What follows belongs to an exercise in optimizing a design on an open flow for small area, a short achievable clock period and few clock cycles; a production flow would make more cautious choices.
The RTL was checked by simulation tests, not by an equivalence proof against the original design.
Power is estimated from default activity; no workload was simulated.

### design/flow/design.v
package routing_pkg;
    localparam int WORD_W     = 32;
    localparam int WORD_BYTES = WORD_W / 8;
    localparam int HEADER_WORDS = 4;
    localparam int ENTRY_WORDS  = 6;
    localparam int HEADER_BYTES = HEADER_WORDS * WORD_BYTES;
    localparam int ENTRY_BYTES  = ENTRY_WORDS * WORD_BYTES;
    localparam logic [WORD_W-1:0] HOST_MAGIC   = 32'h484F5354;
    localparam logic [WORD_W-1:0] SWITCH_MAGIC = 32'h53574348;
    localparam int HOST_ENTRY_W = 144;
    localparam int PATH_ENTRY_W = 145;
endpackage
`timescale 1ns/100ps
import routing_pkg::*;
module burst_reader
#(
    parameter int ADDR_W = 16,
    parameter int WORDS  = 1
) (
    input  logic                    clk,
    input  logic                    rst_n,
    input  logic                    rd_start,
    input  logic [ADDR_W-1:0]       base_addr,
    input  logic [WORD_W-1:0]       mem_data,
    output logic [ADDR_W-1:0]       rd_addr,
    output logic                    rd_done,
    output logic [WORDS*WORD_W-1:0] payload
);
    localparam int CNT_W = $clog2(WORDS + 1);
    logic [CNT_W-1:0]        iss_cnt;
    logic                    addr_vld;
    logic                    addr_last;
    logic                    data_vld;
    logic                    data_last;
    logic [WORDS*WORD_W-1:0] words_q;
    assign addr_last = addr_vld && (iss_cnt == CNT_W'(WORDS - 1));
    always_ff @(posedge clk or negedge rst_n) begin
        if (!rst_n) begin
            rd_addr   <= '0;
            iss_cnt   <= '0;
            addr_vld  <= 1'b0;
            data_vld  <= 1'b0;
            data_last <= 1'b0;
            rd_done   <= 1'b0;
        end else begin
            data_vld  <= addr_vld;
            data_last <= addr_last;
            rd_done   <= data_vld && data_last;
            if (rd_start) begin
                rd_addr  <= base_addr;
                iss_cnt  <= '0;
                addr_vld <= 1'b1;
            end else if (addr_vld) begin
                if (addr_last) begin
                    addr_vld <= 1'b0;
                end else begin
                    rd_addr <= rd_addr + ADDR_W'(WORD_BYTES);
                    iss_cnt <= iss_cnt + 1'b1;
                end
            end
        end
    end
    always_ff @(posedge clk) begin
        if (data_vld) begin
            words_q <= {mem_data, words_q[WORDS*WORD_W-1:WORD_W]};
        end
    end
    assign payload = words_q;
endmodule
`timescale 1ns/100ps
import routing_pkg::*;
module table_loader
#(
    parameter int ADDR_W = 16
) (
    input  logic              clk,
    input  logic              rst_n,
    input  logic              load_req,
    input  logic [WORD_W-1:0] mem_data,
    output logic              load_ack,
    output logic              tables_valid,
    output logic              parse_error,
    output logic [ADDR_W-1:0] loader_addr,
    output logic [WORD_W-1:0] host_count,
    output logic [WORD_W-1:0] max_switch_id,
    output logic [WORD_W-1:0] switch_base
);
    typedef enum logic [2:0] {
        L_IDLE,
        L_HOST_HDR,
        L_SW_BASE,
        L_SW_START,
        L_SW_HDR,
        L_DONE
    } load_state_t;
    load_state_t                    state;
    logic                           rd_start;
    logic                           rd_done;
    logic [ADDR_W-1:0]              base_addr;
    logic [HEADER_WORDS*WORD_W-1:0] hdr;
    logic [WORD_W-1:0]              hdr_w0;
    logic [WORD_W-1:0]              hdr_w1;
    logic [WORD_W-1:0]              hdr_w2;
    assign hdr_w0 = hdr[0*WORD_W +: WORD_W];
    assign hdr_w1 = hdr[1*WORD_W +: WORD_W];
    assign hdr_w2 = hdr[2*WORD_W +: WORD_W];
    assign rd_start  = (state == L_IDLE && load_req) || (state == L_SW_START);
    assign base_addr = (state == L_SW_START) ? switch_base[ADDR_W-1:0] : '0;
    burst_reader #(
        .ADDR_W (ADDR_W),
        .WORDS  (HEADER_WORDS)
    ) u_hdr_reader (
        .clk       (clk),
        .rst_n     (rst_n),
        .rd_start  (rd_start),
        .base_addr (base_addr),
        .mem_data  (mem_data),
        .rd_addr   (loader_addr),
        .rd_done   (rd_done),
        .payload   (hdr)
    );
    always_ff @(posedge clk or negedge rst_n) begin
        if (!rst_n) begin
            state         <= L_IDLE;
            load_ack      <= 1'b0;
            tables_valid  <= 1'b0;
            parse_error   <= 1'b0;
            host_count    <= '0;
            max_switch_id <= '0;
            switch_base   <= '0;
        end else begin
            case (state)
                L_IDLE: begin
                    if (load_req) begin
                        tables_valid <= 1'b0;
                        parse_error  <= 1'b0;
                        state        <= L_HOST_HDR;
                    end
                end
                L_HOST_HDR: begin
                    if (rd_done) begin
                        if (hdr_w0 == HOST_MAGIC) begin
                            host_count <= hdr_w1;
                            state      <= L_SW_BASE;
                        end else begin
                            parse_error <= 1'b1;
                            load_ack    <= 1'b1;
                            state       <= L_DONE;
                        end
                    end
                end
                L_SW_BASE: begin
                    switch_base <= WORD_W'(HEADER_BYTES)
                                 + host_count * WORD_W'(ENTRY_BYTES);
                    state       <= L_SW_START;
                end
                L_SW_START: begin
                    state <= L_SW_HDR;
                end
                L_SW_HDR: begin
                    if (rd_done) begin
                        if (hdr_w0 == SWITCH_MAGIC) begin
                            max_switch_id <= hdr_w2;
                            tables_valid  <= 1'b1;
                        end else begin
                            parse_error <= 1'b1;
                        end
                        load_ack <= 1'b1;
                        state    <= L_DONE;
                    end
                end
                L_DONE: begin
                    if (!load_req) begin
                        load_ack <= 1'b0;
                        state    <= L_IDLE;
                    end
                end
                default: state <= L_IDLE;
            endcase
        end
    end
endmodule
`timescale 1ns/100ps
import routing_pkg::*;
module lookup_engine
#(
    parameter int ADDR_W      = 16,
    parameter int HOST_IDX_W  = 6,
    parameter int SWITCH_ID_W = 4
) (
    input  logic                    clk,
    input  logic                    rst_n,
    input  logic [WORD_W-1:0]       host_count,
    input  logic [WORD_W-1:0]       max_switch_id,
    input  logic [WORD_W-1:0]       switch_base,
    input  logic                    tables_valid,
    input  logic [ADDR_W-1:0]       loader_addr,
    input  logic [WORD_W-1:0]       mem_data,
    output logic [ADDR_W-1:0]       mem_addr,
    input  logic                    host_req,
    input  logic [HOST_IDX_W-1:0]   host_index,
    output logic                    host_ack,
    output logic                    host_found,
    output logic [HOST_ENTRY_W-1:0] host_entry,
    input  logic                    path_req,
    input  logic [SWITCH_ID_W-1:0]  src_switch,
    input  logic [SWITCH_ID_W-1:0]  dst_switch,
    output logic                    path_ack,
    output logic [PATH_ENTRY_W-1:0] path_entry
);
    typedef enum logic [1:0] {E_IDLE, E_CHECK, E_READ, E_ACK} eng_state_t;
    eng_state_t                    state;
    logic                          sel_host;
    logic [HOST_IDX_W-1:0]         idx_q;
    logic [SWITCH_ID_W-1:0]        src_q;
    logic [SWITCH_ID_W-1:0]        dst_q;
    logic                          host_in_range;
    logic [WORD_W-1:0]             host_addr;
    logic [WORD_W-1:0]             path_addr;
    logic [WORD_W-1:0]             entry_addr;
    logic                          rd_start;
    logic                          rd_done;
    logic [ADDR_W-1:0]             rd_addr;
    logic [ENTRY_WORDS*WORD_W-1:0] raw;
    logic [WORD_W-1:0]             w0, w1, w2, w3, w4, w5;
    logic [HOST_ENTRY_W-1:0]       host_dec;
    logic [PATH_ENTRY_W-1:0]       path_dec;
    assign w0 = raw[0*WORD_W +: WORD_W];
    assign w1 = raw[1*WORD_W +: WORD_W];
    assign w2 = raw[2*WORD_W +: WORD_W];
    assign w3 = raw[3*WORD_W +: WORD_W];
    assign w4 = raw[4*WORD_W +: WORD_W];
    assign w5 = raw[5*WORD_W +: WORD_W];
    assign host_dec = {w0, w1, w2[15:0], w2[31:16],
                       w3[7:0], w3[15:8], w3[23:16], w3[31:24], w4[7:0], w4[15:8]};
    assign path_dec = {w0[0], w1[15:0], w1[31:16], w2, w3[15:0], w3[31:16],
                       w4[7:0], w4[15:8], w4[23:16], w4[31:24], w5[7:0], w5[15:8]};
    assign host_in_range = WORD_W'(idx_q) < host_count;
    assign host_addr     = WORD_W'(HEADER_BYTES) + WORD_W'(idx_q) * WORD_W'(ENTRY_BYTES);
    assign path_addr  = switch_base + WORD_W'(HEADER_BYTES)
                      + (WORD_W'(src_q) * (max_switch_id + 1) + WORD_W'(dst_q))
                      * WORD_W'(ENTRY_BYTES);
    assign entry_addr = sel_host ? host_addr : path_addr;
    assign rd_start = (state == E_CHECK) && !(sel_host && !host_in_range);
    assign mem_addr = tables_valid ? rd_addr : loader_addr;
    burst_reader #(
        .ADDR_W (ADDR_W),
        .WORDS  (ENTRY_WORDS)
    ) u_entry_reader (
        .clk       (clk),
        .rst_n     (rst_n),
        .rd_start  (rd_start),
        .base_addr (entry_addr[ADDR_W-1:0]),
        .mem_data  (mem_data),
        .rd_addr   (rd_addr),
        .rd_done   (rd_done),
        .payload   (raw)
    );
    always_ff @(posedge clk or negedge rst_n) begin
        if (!rst_n) begin
            state      <= E_IDLE;
            sel_host   <= 1'b0;
            idx_q      <= '0;
            src_q      <= '0;
            dst_q      <= '0;
            host_ack   <= 1'b0;
            host_found <= 1'b0;
            path_ack   <= 1'b0;
        end else begin
            case (state)
                E_IDLE: begin
                    if (tables_valid && host_req) begin
                        sel_host <= 1'b1;
                        idx_q    <= host_index;
                        state    <= E_CHECK;
                    end else if (tables_valid && path_req) begin
                        sel_host <= 1'b0;
                        src_q    <= src_switch;
                        dst_q    <= dst_switch;
                        state    <= E_CHECK;
                    end
                end
                E_CHECK: begin
                    if (sel_host && !host_in_range) begin
                        host_found <= 1'b0;
                        host_ack   <= 1'b1;
                        state      <= E_ACK;
                    end else begin
                        state <= E_READ;
                    end
                end
                E_READ: begin
                    if (rd_done) begin
                        host_found <= sel_host;
                        host_ack   <= sel_host;
                        path_ack   <= !sel_host;
                        state      <= E_ACK;
                    end
                end
                E_ACK: begin
                    if (sel_host && !host_req) begin
                        host_ack <= 1'b0;
                        state    <= E_IDLE;
                    end else if (!sel_host && !path_req) begin
                        path_ack <= 1'b0;
                        state    <= E_IDLE;
                    end
                end
                default: state <= E_IDLE;
            endcase
        end
    end
    always_ff @(posedge clk) begin
        if (state == E_READ && rd_done) begin
            if (sel_host) begin
                host_entry <= host_dec;
            end else begin
                path_entry <= path_dec;
            end
        end
    end
endmodule
`timescale 1ns/100ps
import routing_pkg::*;
module routing_table_reader
#(
    parameter int ADDR_W      = 16,
    parameter int HOST_IDX_W  = 6,
    parameter int SWITCH_ID_W = 4
) (
    input  logic                    clk,
    input  logic                    rst_n,
    output logic [ADDR_W-1:0]       mem_addr,
    input  logic [WORD_W-1:0]       mem_data,
    input  logic                    load_req,
    output logic                    load_ack,
    output logic                    tables_valid,
    output logic                    parse_error,
    input  logic                    host_req,
    input  logic [HOST_IDX_W-1:0]   host_index,
    output logic                    host_ack,
    output logic                    host_found,
    output logic [HOST_ENTRY_W-1:0] host_entry,
    input  logic                    path_req,
    input  logic [SWITCH_ID_W-1:0]  src_switch,
    input  logic [SWITCH_ID_W-1:0]  dst_switch,
    output logic                    path_ack,
    output logic [PATH_ENTRY_W-1:0] path_entry
);
    logic [WORD_W-1:0] host_count;
    logic [WORD_W-1:0] max_switch_id;
    logic [WORD_W-1:0] switch_base;
    logic [ADDR_W-1:0] loader_addr;
    table_loader #(
        .ADDR_W (ADDR_W)
    ) u_loader (
        .clk           (clk),
        .rst_n         (rst_n),
        .load_req      (load_req),
        .mem_data      (mem_data),
        .load_ack      (load_ack),
        .tables_valid  (tables_valid),
        .parse_error   (parse_error),
        .loader_addr   (loader_addr),
        .host_count    (host_count),
        .max_switch_id (max_switch_id),
        .switch_base   (switch_base)
    );
    lookup_engine #(
        .ADDR_W      (ADDR_W),
        .HOST_IDX_W  (HOST_IDX_W),
        .SWITCH_ID_W (SWITCH_ID_W)
    ) u_engine (
        .clk           (clk),
        .rst_n         (rst_n),
        .host_count    (host_count),
        .max_switch_id (max_switch_id),
        .switch_base   (switch_base),
        .tables_valid  (tables_valid),
        .loader_addr   (loader_addr),
        .mem_data      (mem_data),
        .mem_addr      (mem_addr),
        .host_req      (host_req),
        .host_index    (host_index),
        .host_ack      (host_ack),
        .host_found    (host_found),
        .host_entry    (host_entry),
        .path_req      (path_req),
        .src_switch    (src_switch),
        .dst_switch    (dst_switch),
        .path_ack      (path_ack),
        .path_entry    (path_entry)
    );
endmodule
### design/flow/run.sh
#!/bin/bash
# synth_recipe.tcl (not shown) runs the flow's synth.tcl, then flattens the netlist and writes it again
# the make line also repeats each setting of config.mk as NAME=value (left out here)
make -C /OpenROAD-flow-scripts/flow DESIGN_CONFIG=/design/flow/config.mk WORK_HOME=/design/flow/orfs CLKGATE_MAP_FILE= SYNTH_SCRIPT=/design/flow/synth_recipe.tcl finish
### design/flow/config.mk
export PLATFORM = sky130hd
export DESIGN_NAME = routing_table_reader
export DESIGN_NICKNAME = routing_table_reader
export VERILOG_FILES = /design/flow/design.v
export SDC_FILE = /design/flow/constraint.sdc
export NUM_CORES = 4
export LEC_CHECK = 0
export CAP_MARGIN = 20
export CORE_MARGIN = 2
export CORE_UTILIZATION = 40
export SLEW_MARGIN = 20
### design/flow/constraint.sdc
create_clock -name core_clock -period 8.0 [get_ports {clk}]
set_input_delay 1.6000 -clock core_clock [delete_from_list [all_inputs] [get_ports {clk}]]
set_output_delay 1.6000 -clock core_clock [all_outputs]
set_load 0.01 [all_outputs]
==> results.txt <==
## worst register-to-register path: cells and delay by family, from the launching register on
kind,cells,cell delay [ns]
adders and majority gates,7,2.65
xor gates and xnor gates,10,2.31
AOI/OAI and AO/OA,9,1.46
DFF,1,0.47
and+or+nand+nor,1,0.12
buffers and inverters,1,0.04
## power by group through the flow
stage / clock [mW] / combinational [mW] / sequential [mW]
6_report: 3.48 / 1.74 / 5.88
5_1_grt: 3.73 / 1.94 / 5.98
4_1_cts: 3.59 / 1.75 / 5.89
3_5_place_dp: 0 / 1.74 / 5.96
3_3_place_gp: 0 / 1.68 / 5.91
2_1_floorplan: 0 / 1.10 / 5.82
## flip-flops by register name (all words and copies together), names as in the netlist, 6 cells and up
register                         cells
u_loader.host_count                 32
u_engine.path_entry                145
u_loader.u_hdr_reader.words_q      128
u_engine.host_entry                144
u_engine.idx_q                       6
u_engine.u_entry_reader.rd_addr     14
u_loader.u_hdr_reader.rd_addr       14
u_loader.switch_base                13
u_engine.u_entry_reader.words_q    192
u_loader.max_switch_id              13
## synthesized netlist by cell type, types with 2 or more instances
cell        n
o211ai_1    5
nor4_1      8
ha_1       98
nand3_1    26
nor3_1     13
o21bai_1    5
mux2_2     65
nor4b_1     4
nand4b_1    2
xor2_1     36
a21oi_2     2
or3_1       2
and2b_1     4
fa_1       25
a221oi_1    2
a21o_1     17
and3_1     12
xnor2_1    54
nand4_1    11
and2_1     16
a31oi_1     9
xnor3_1     2
buf_4       4
buf_2       3
a21oi_1    66
mux2i_1     4
o41ai_1     2
nor2b_1    34
inv_1      56
nand2_1   108
or2_2       4
edfxtp_1  609
nand2b_1   11
nand3b_1    3
clkbuf_1   18
nor2_1     65
dfrtp_1   126
buf_1       5
o21a_1      5
o21ai_0    62
a211oi_1    5
## worst min path at each step
stage	slack, ns	endpoint	cells after the start
final	0.41	u_engine.u_entry_reader.words_q[159]	0
after global routing	0.42	u_loader.u_hdr_reader.data_vld	0
after CTS	0.40	u_loader.u_hdr_reader.data_vld	0
after detailed placement	0.40	u_engine.host_entry[115]	0
after global placement	0.40	u_loader.u_hdr_reader.data_vld	0
after floorplan	0.38	u_engine.u_entry_reader.data_vld	0
## cell families after synthesis
logic type               Yosys count  share of synthesized area
buffers and inverters             86                     0.0122
AO/OA/AOI/OAI                    194                     0.0415
adder cells (fa/ha/maj)          123                     0.0617
XOR/XNOR                          93                     0.0304
multiplexers                      69                     0.0276
other                              1                   0.000134
AND/OR/NAND/NOR                  334                     0.0603
flip-flops                       735                      0.766
## metal layers
| layer | global-route usage | up-vias | part of all wire |
|---|---|---|---|
| met2 | 0.262 | 408 | 0.48 |
| met1 | 0.216 | 7305 | 0.43 |
| met5 | 0 | - | 0.00046 |
| met3 | 0.0359 | 95 | 0.059 |
| li1 | - | 6927 | - |
| met4 | 0.0610 | 4 | 0.027 |
## stage by stage
step                instances  hold slack, ns  utilization
global route             3048           0.417        0.511
floorplan                1636           0.380            -
global placement         2904           0.400        0.475
CTS                      3046           0.404        0.511
finish                   3049           0.409        0.511
detailed placement       2904           0.405        0.475
## cells in the final DEF, fill, tap and decap left out, drive strengths merged, types with 60 or more instances in the layout
| cell | instances |
|---|---|
| edfxtp | 609 |
| clkdlybuf4s50 | 358 |
| dfrtp | 126 |
| nand2 | 108 |
| clkbuf | 101 |
| ha | 98 |
| a21oi | 68 |
| mux2 | 65 |
| nor2 | 65 |
| o21ai | 62 |
| inv | 60 |
## cell type report
cell class | count | area (um^2)
repair buffers | 367 | 3690
inverters | 56 | 210
flip-flops and latches | 735 | 21400
clock buffers | 101 | 2100
clock inverters | 41 | 407
fillers | 5640 | 33700
multi-input cells | 815 | 6220
diodes | 3 | 7.51
well taps | 931 | 1160
==> flow_metrics.py <==
metrics = {
    "sta": {
        "skew_ns": 0.0213,
        "setup_ws_ns": 0.823,
        "clock.fmax_mhz": 139,
        "layout_min_cycle_time_ns": 7.18,
        "fin_crit_sh": 0.897,
        "tns_ns": 0,
        "maxSlewHeadroom": 0.169,
        "tightest_slew_ns": 1.25,
        "grt_setup_unrepaired": "false",
        "setup_viol": 0,
        "slew_violations": 0,
        "hold_viol_final": 0,
    },
    "detailed_routing": {
        "vias_per_cell": 4.83,
        "num_vias": 14700,
        "ant_nets": 0,
        "drc": 0,
        "drt-initial-drc-count": 1308,
        "finalWirelength_um": 58900,
        "dr.pass1.iters": 7,
        "routedWlPerCell_um": 19.3,
    },
    "setup_path": {
        "worstPathMaxFanout": 9,
        "cp-start-kind": "register",
        "crit_path_end": "u_engine.u_entry_reader.rd_addr[15]",
        "path_class": "register to register",
        "slowest_delay_ns": 0.52,
        "critPathSlowestCell": "fa_1",
        "cp.arrival_ns": 7.66,
        "r2r-start": "u_loader.max_switch_id[0]",
        "critPathCaptureType": "register",
        "reg2reg_slack_ns": 0.82,
        "worstRegToRegCells": 28,
        "r2r_end": "u_engine.u_entry_reader.rd_addr[15]",
        "path_common_cell": "xnor2_1",
        "critPathRequiredTime_ns": 8.48,
        "crit_buf_inv": 1,
        "crit_family": "adder cells",
        "crit_cells": 28,
        "crit_start": "u_loader.max_switch_id[0]",
    },
    "global_route": {
        "grt_usage": 0.162,
        "grt_pass1_vias": 15000,
        "antenna_found_initial": 7,
        "grt_first_pass_wirelength_um": 88700,
        "grt_max_degree": 151,
        "grt_overflow": 0,
    },
    "die": {
        "die_h_um": 268,
        "die_w_um": 268,
        "design.core.area_mm2": 0.0689,
        "floorplan.initialDensity": 0.406,
        "rows": 96,
        "ioPinCount": 362,
        "dieArea_mm2": 0.0721,
    },
    "clock_network": {
        "numCtsBuffers": 79,
        "post_cts_buffers": 0,
        "cts_resized": 0,
        "htreeDepth": 3,
        "clkSlewWorstSetupHoldPaths_ns": 0.06,
        "clock_latency_ns": 0.62,
        "root_buffer": "clkbuf_16",
        "cts_hold_buf": 0,
        "cts_max_path_buffers": 3,
        "cts_tree": "done",
        "clkSinkCount": 735,
    },
    "placed_design": {
        "numPortBuffers": 359,
        "globalplace.congestion": 0.826,
        "place_area_mm2": 0.0327,
        "dp_slack_ns": 0.795,
        "place_hpwl_um": 40900,
    },
    "finish": {
        "final_cell_area_mm2": 0.0353,
        "layout-drive-gt1-share": 0.101,
        "areaGrowthSynthToFinish_pct": 26.0,
        "fin_nets": 2228,
    },
    "yosys": {
        "avgSynthCellArea_um2": 17.1,
        "synth-edff-count": 609,
        "async_flop_share": 0.171,
        "synth_top_area_share": 0.654,
        "synth_cell_types": 68,
        "syn_area_mm2": 0.0280,
        "yosysTopAreaCell": "edfxtp_1",
        "ys_warn_count": 4,
        "ys_ff_latch": 735,
        "synth.area.top_cells": "edfxtp_1 (65%), dfrtp_1 (11%), ha_1 (4.4%), mux2_2 (2.6%), fa_1 (1.8%)",
        "syn_inst": 1635,
        "synth_flop_cell": "edfxtp_1",
        "yosysSeqAreaShare": 0.766,
    },
    "power_and_ir_drop": {
        "total_power_mw": 11.1,
        "p_leak_nw": 13.2,
        "clkPwrFrac": 0.313,
        "peakVddDrop_mv": 0.172,
        "p_int_mw": 8.06,
        "comb_power_share": 0.157,
        "switching_share": 0.274,
        "p_sw_mw": 3.04,
        "power_frac_seq": 0.530,
        "power_density_mw_per_mm2": 315,
    },
    "flow_run": {
        "drv_cap": 0,
    },
    "worst_hold_path": {
        "hp-class": "register to register",
        "min_from": "u_engine.u_entry_reader.words_q[191]",
    },
    "outcome": {
        "status": "no timing/DRC/antenna violations",
    },
}
Testbench counts, summed over its fixed seeds: cycles 10,920.

## static timing again, ports no longer ideal
How much do the figures lean on ideal ports? The routed layout below was timed once more, with nothing changed but the port constraints. Step 1 assumes that a clkbuf_16 drives the clock port and a buf_2 every other input. Step 2 moves the port delays by t, midway between the first and last clock arrival at a register: inputs arrive t later, outputs are due t later. That takes back most of the time a late clock gives input paths. a / b / c = ideal ports / drivers / drivers and shift; a / b = the first two.
shift t [ns]: 0.663
slack for setup (ns): 0.823 / 0.823 / 0.823
worst setup path at the end: register to register
After both steps this run still meets setup and hold. For this run, drivers alone change the setup slack by 0.000 ns; drivers and shift together by 0.000 ns.
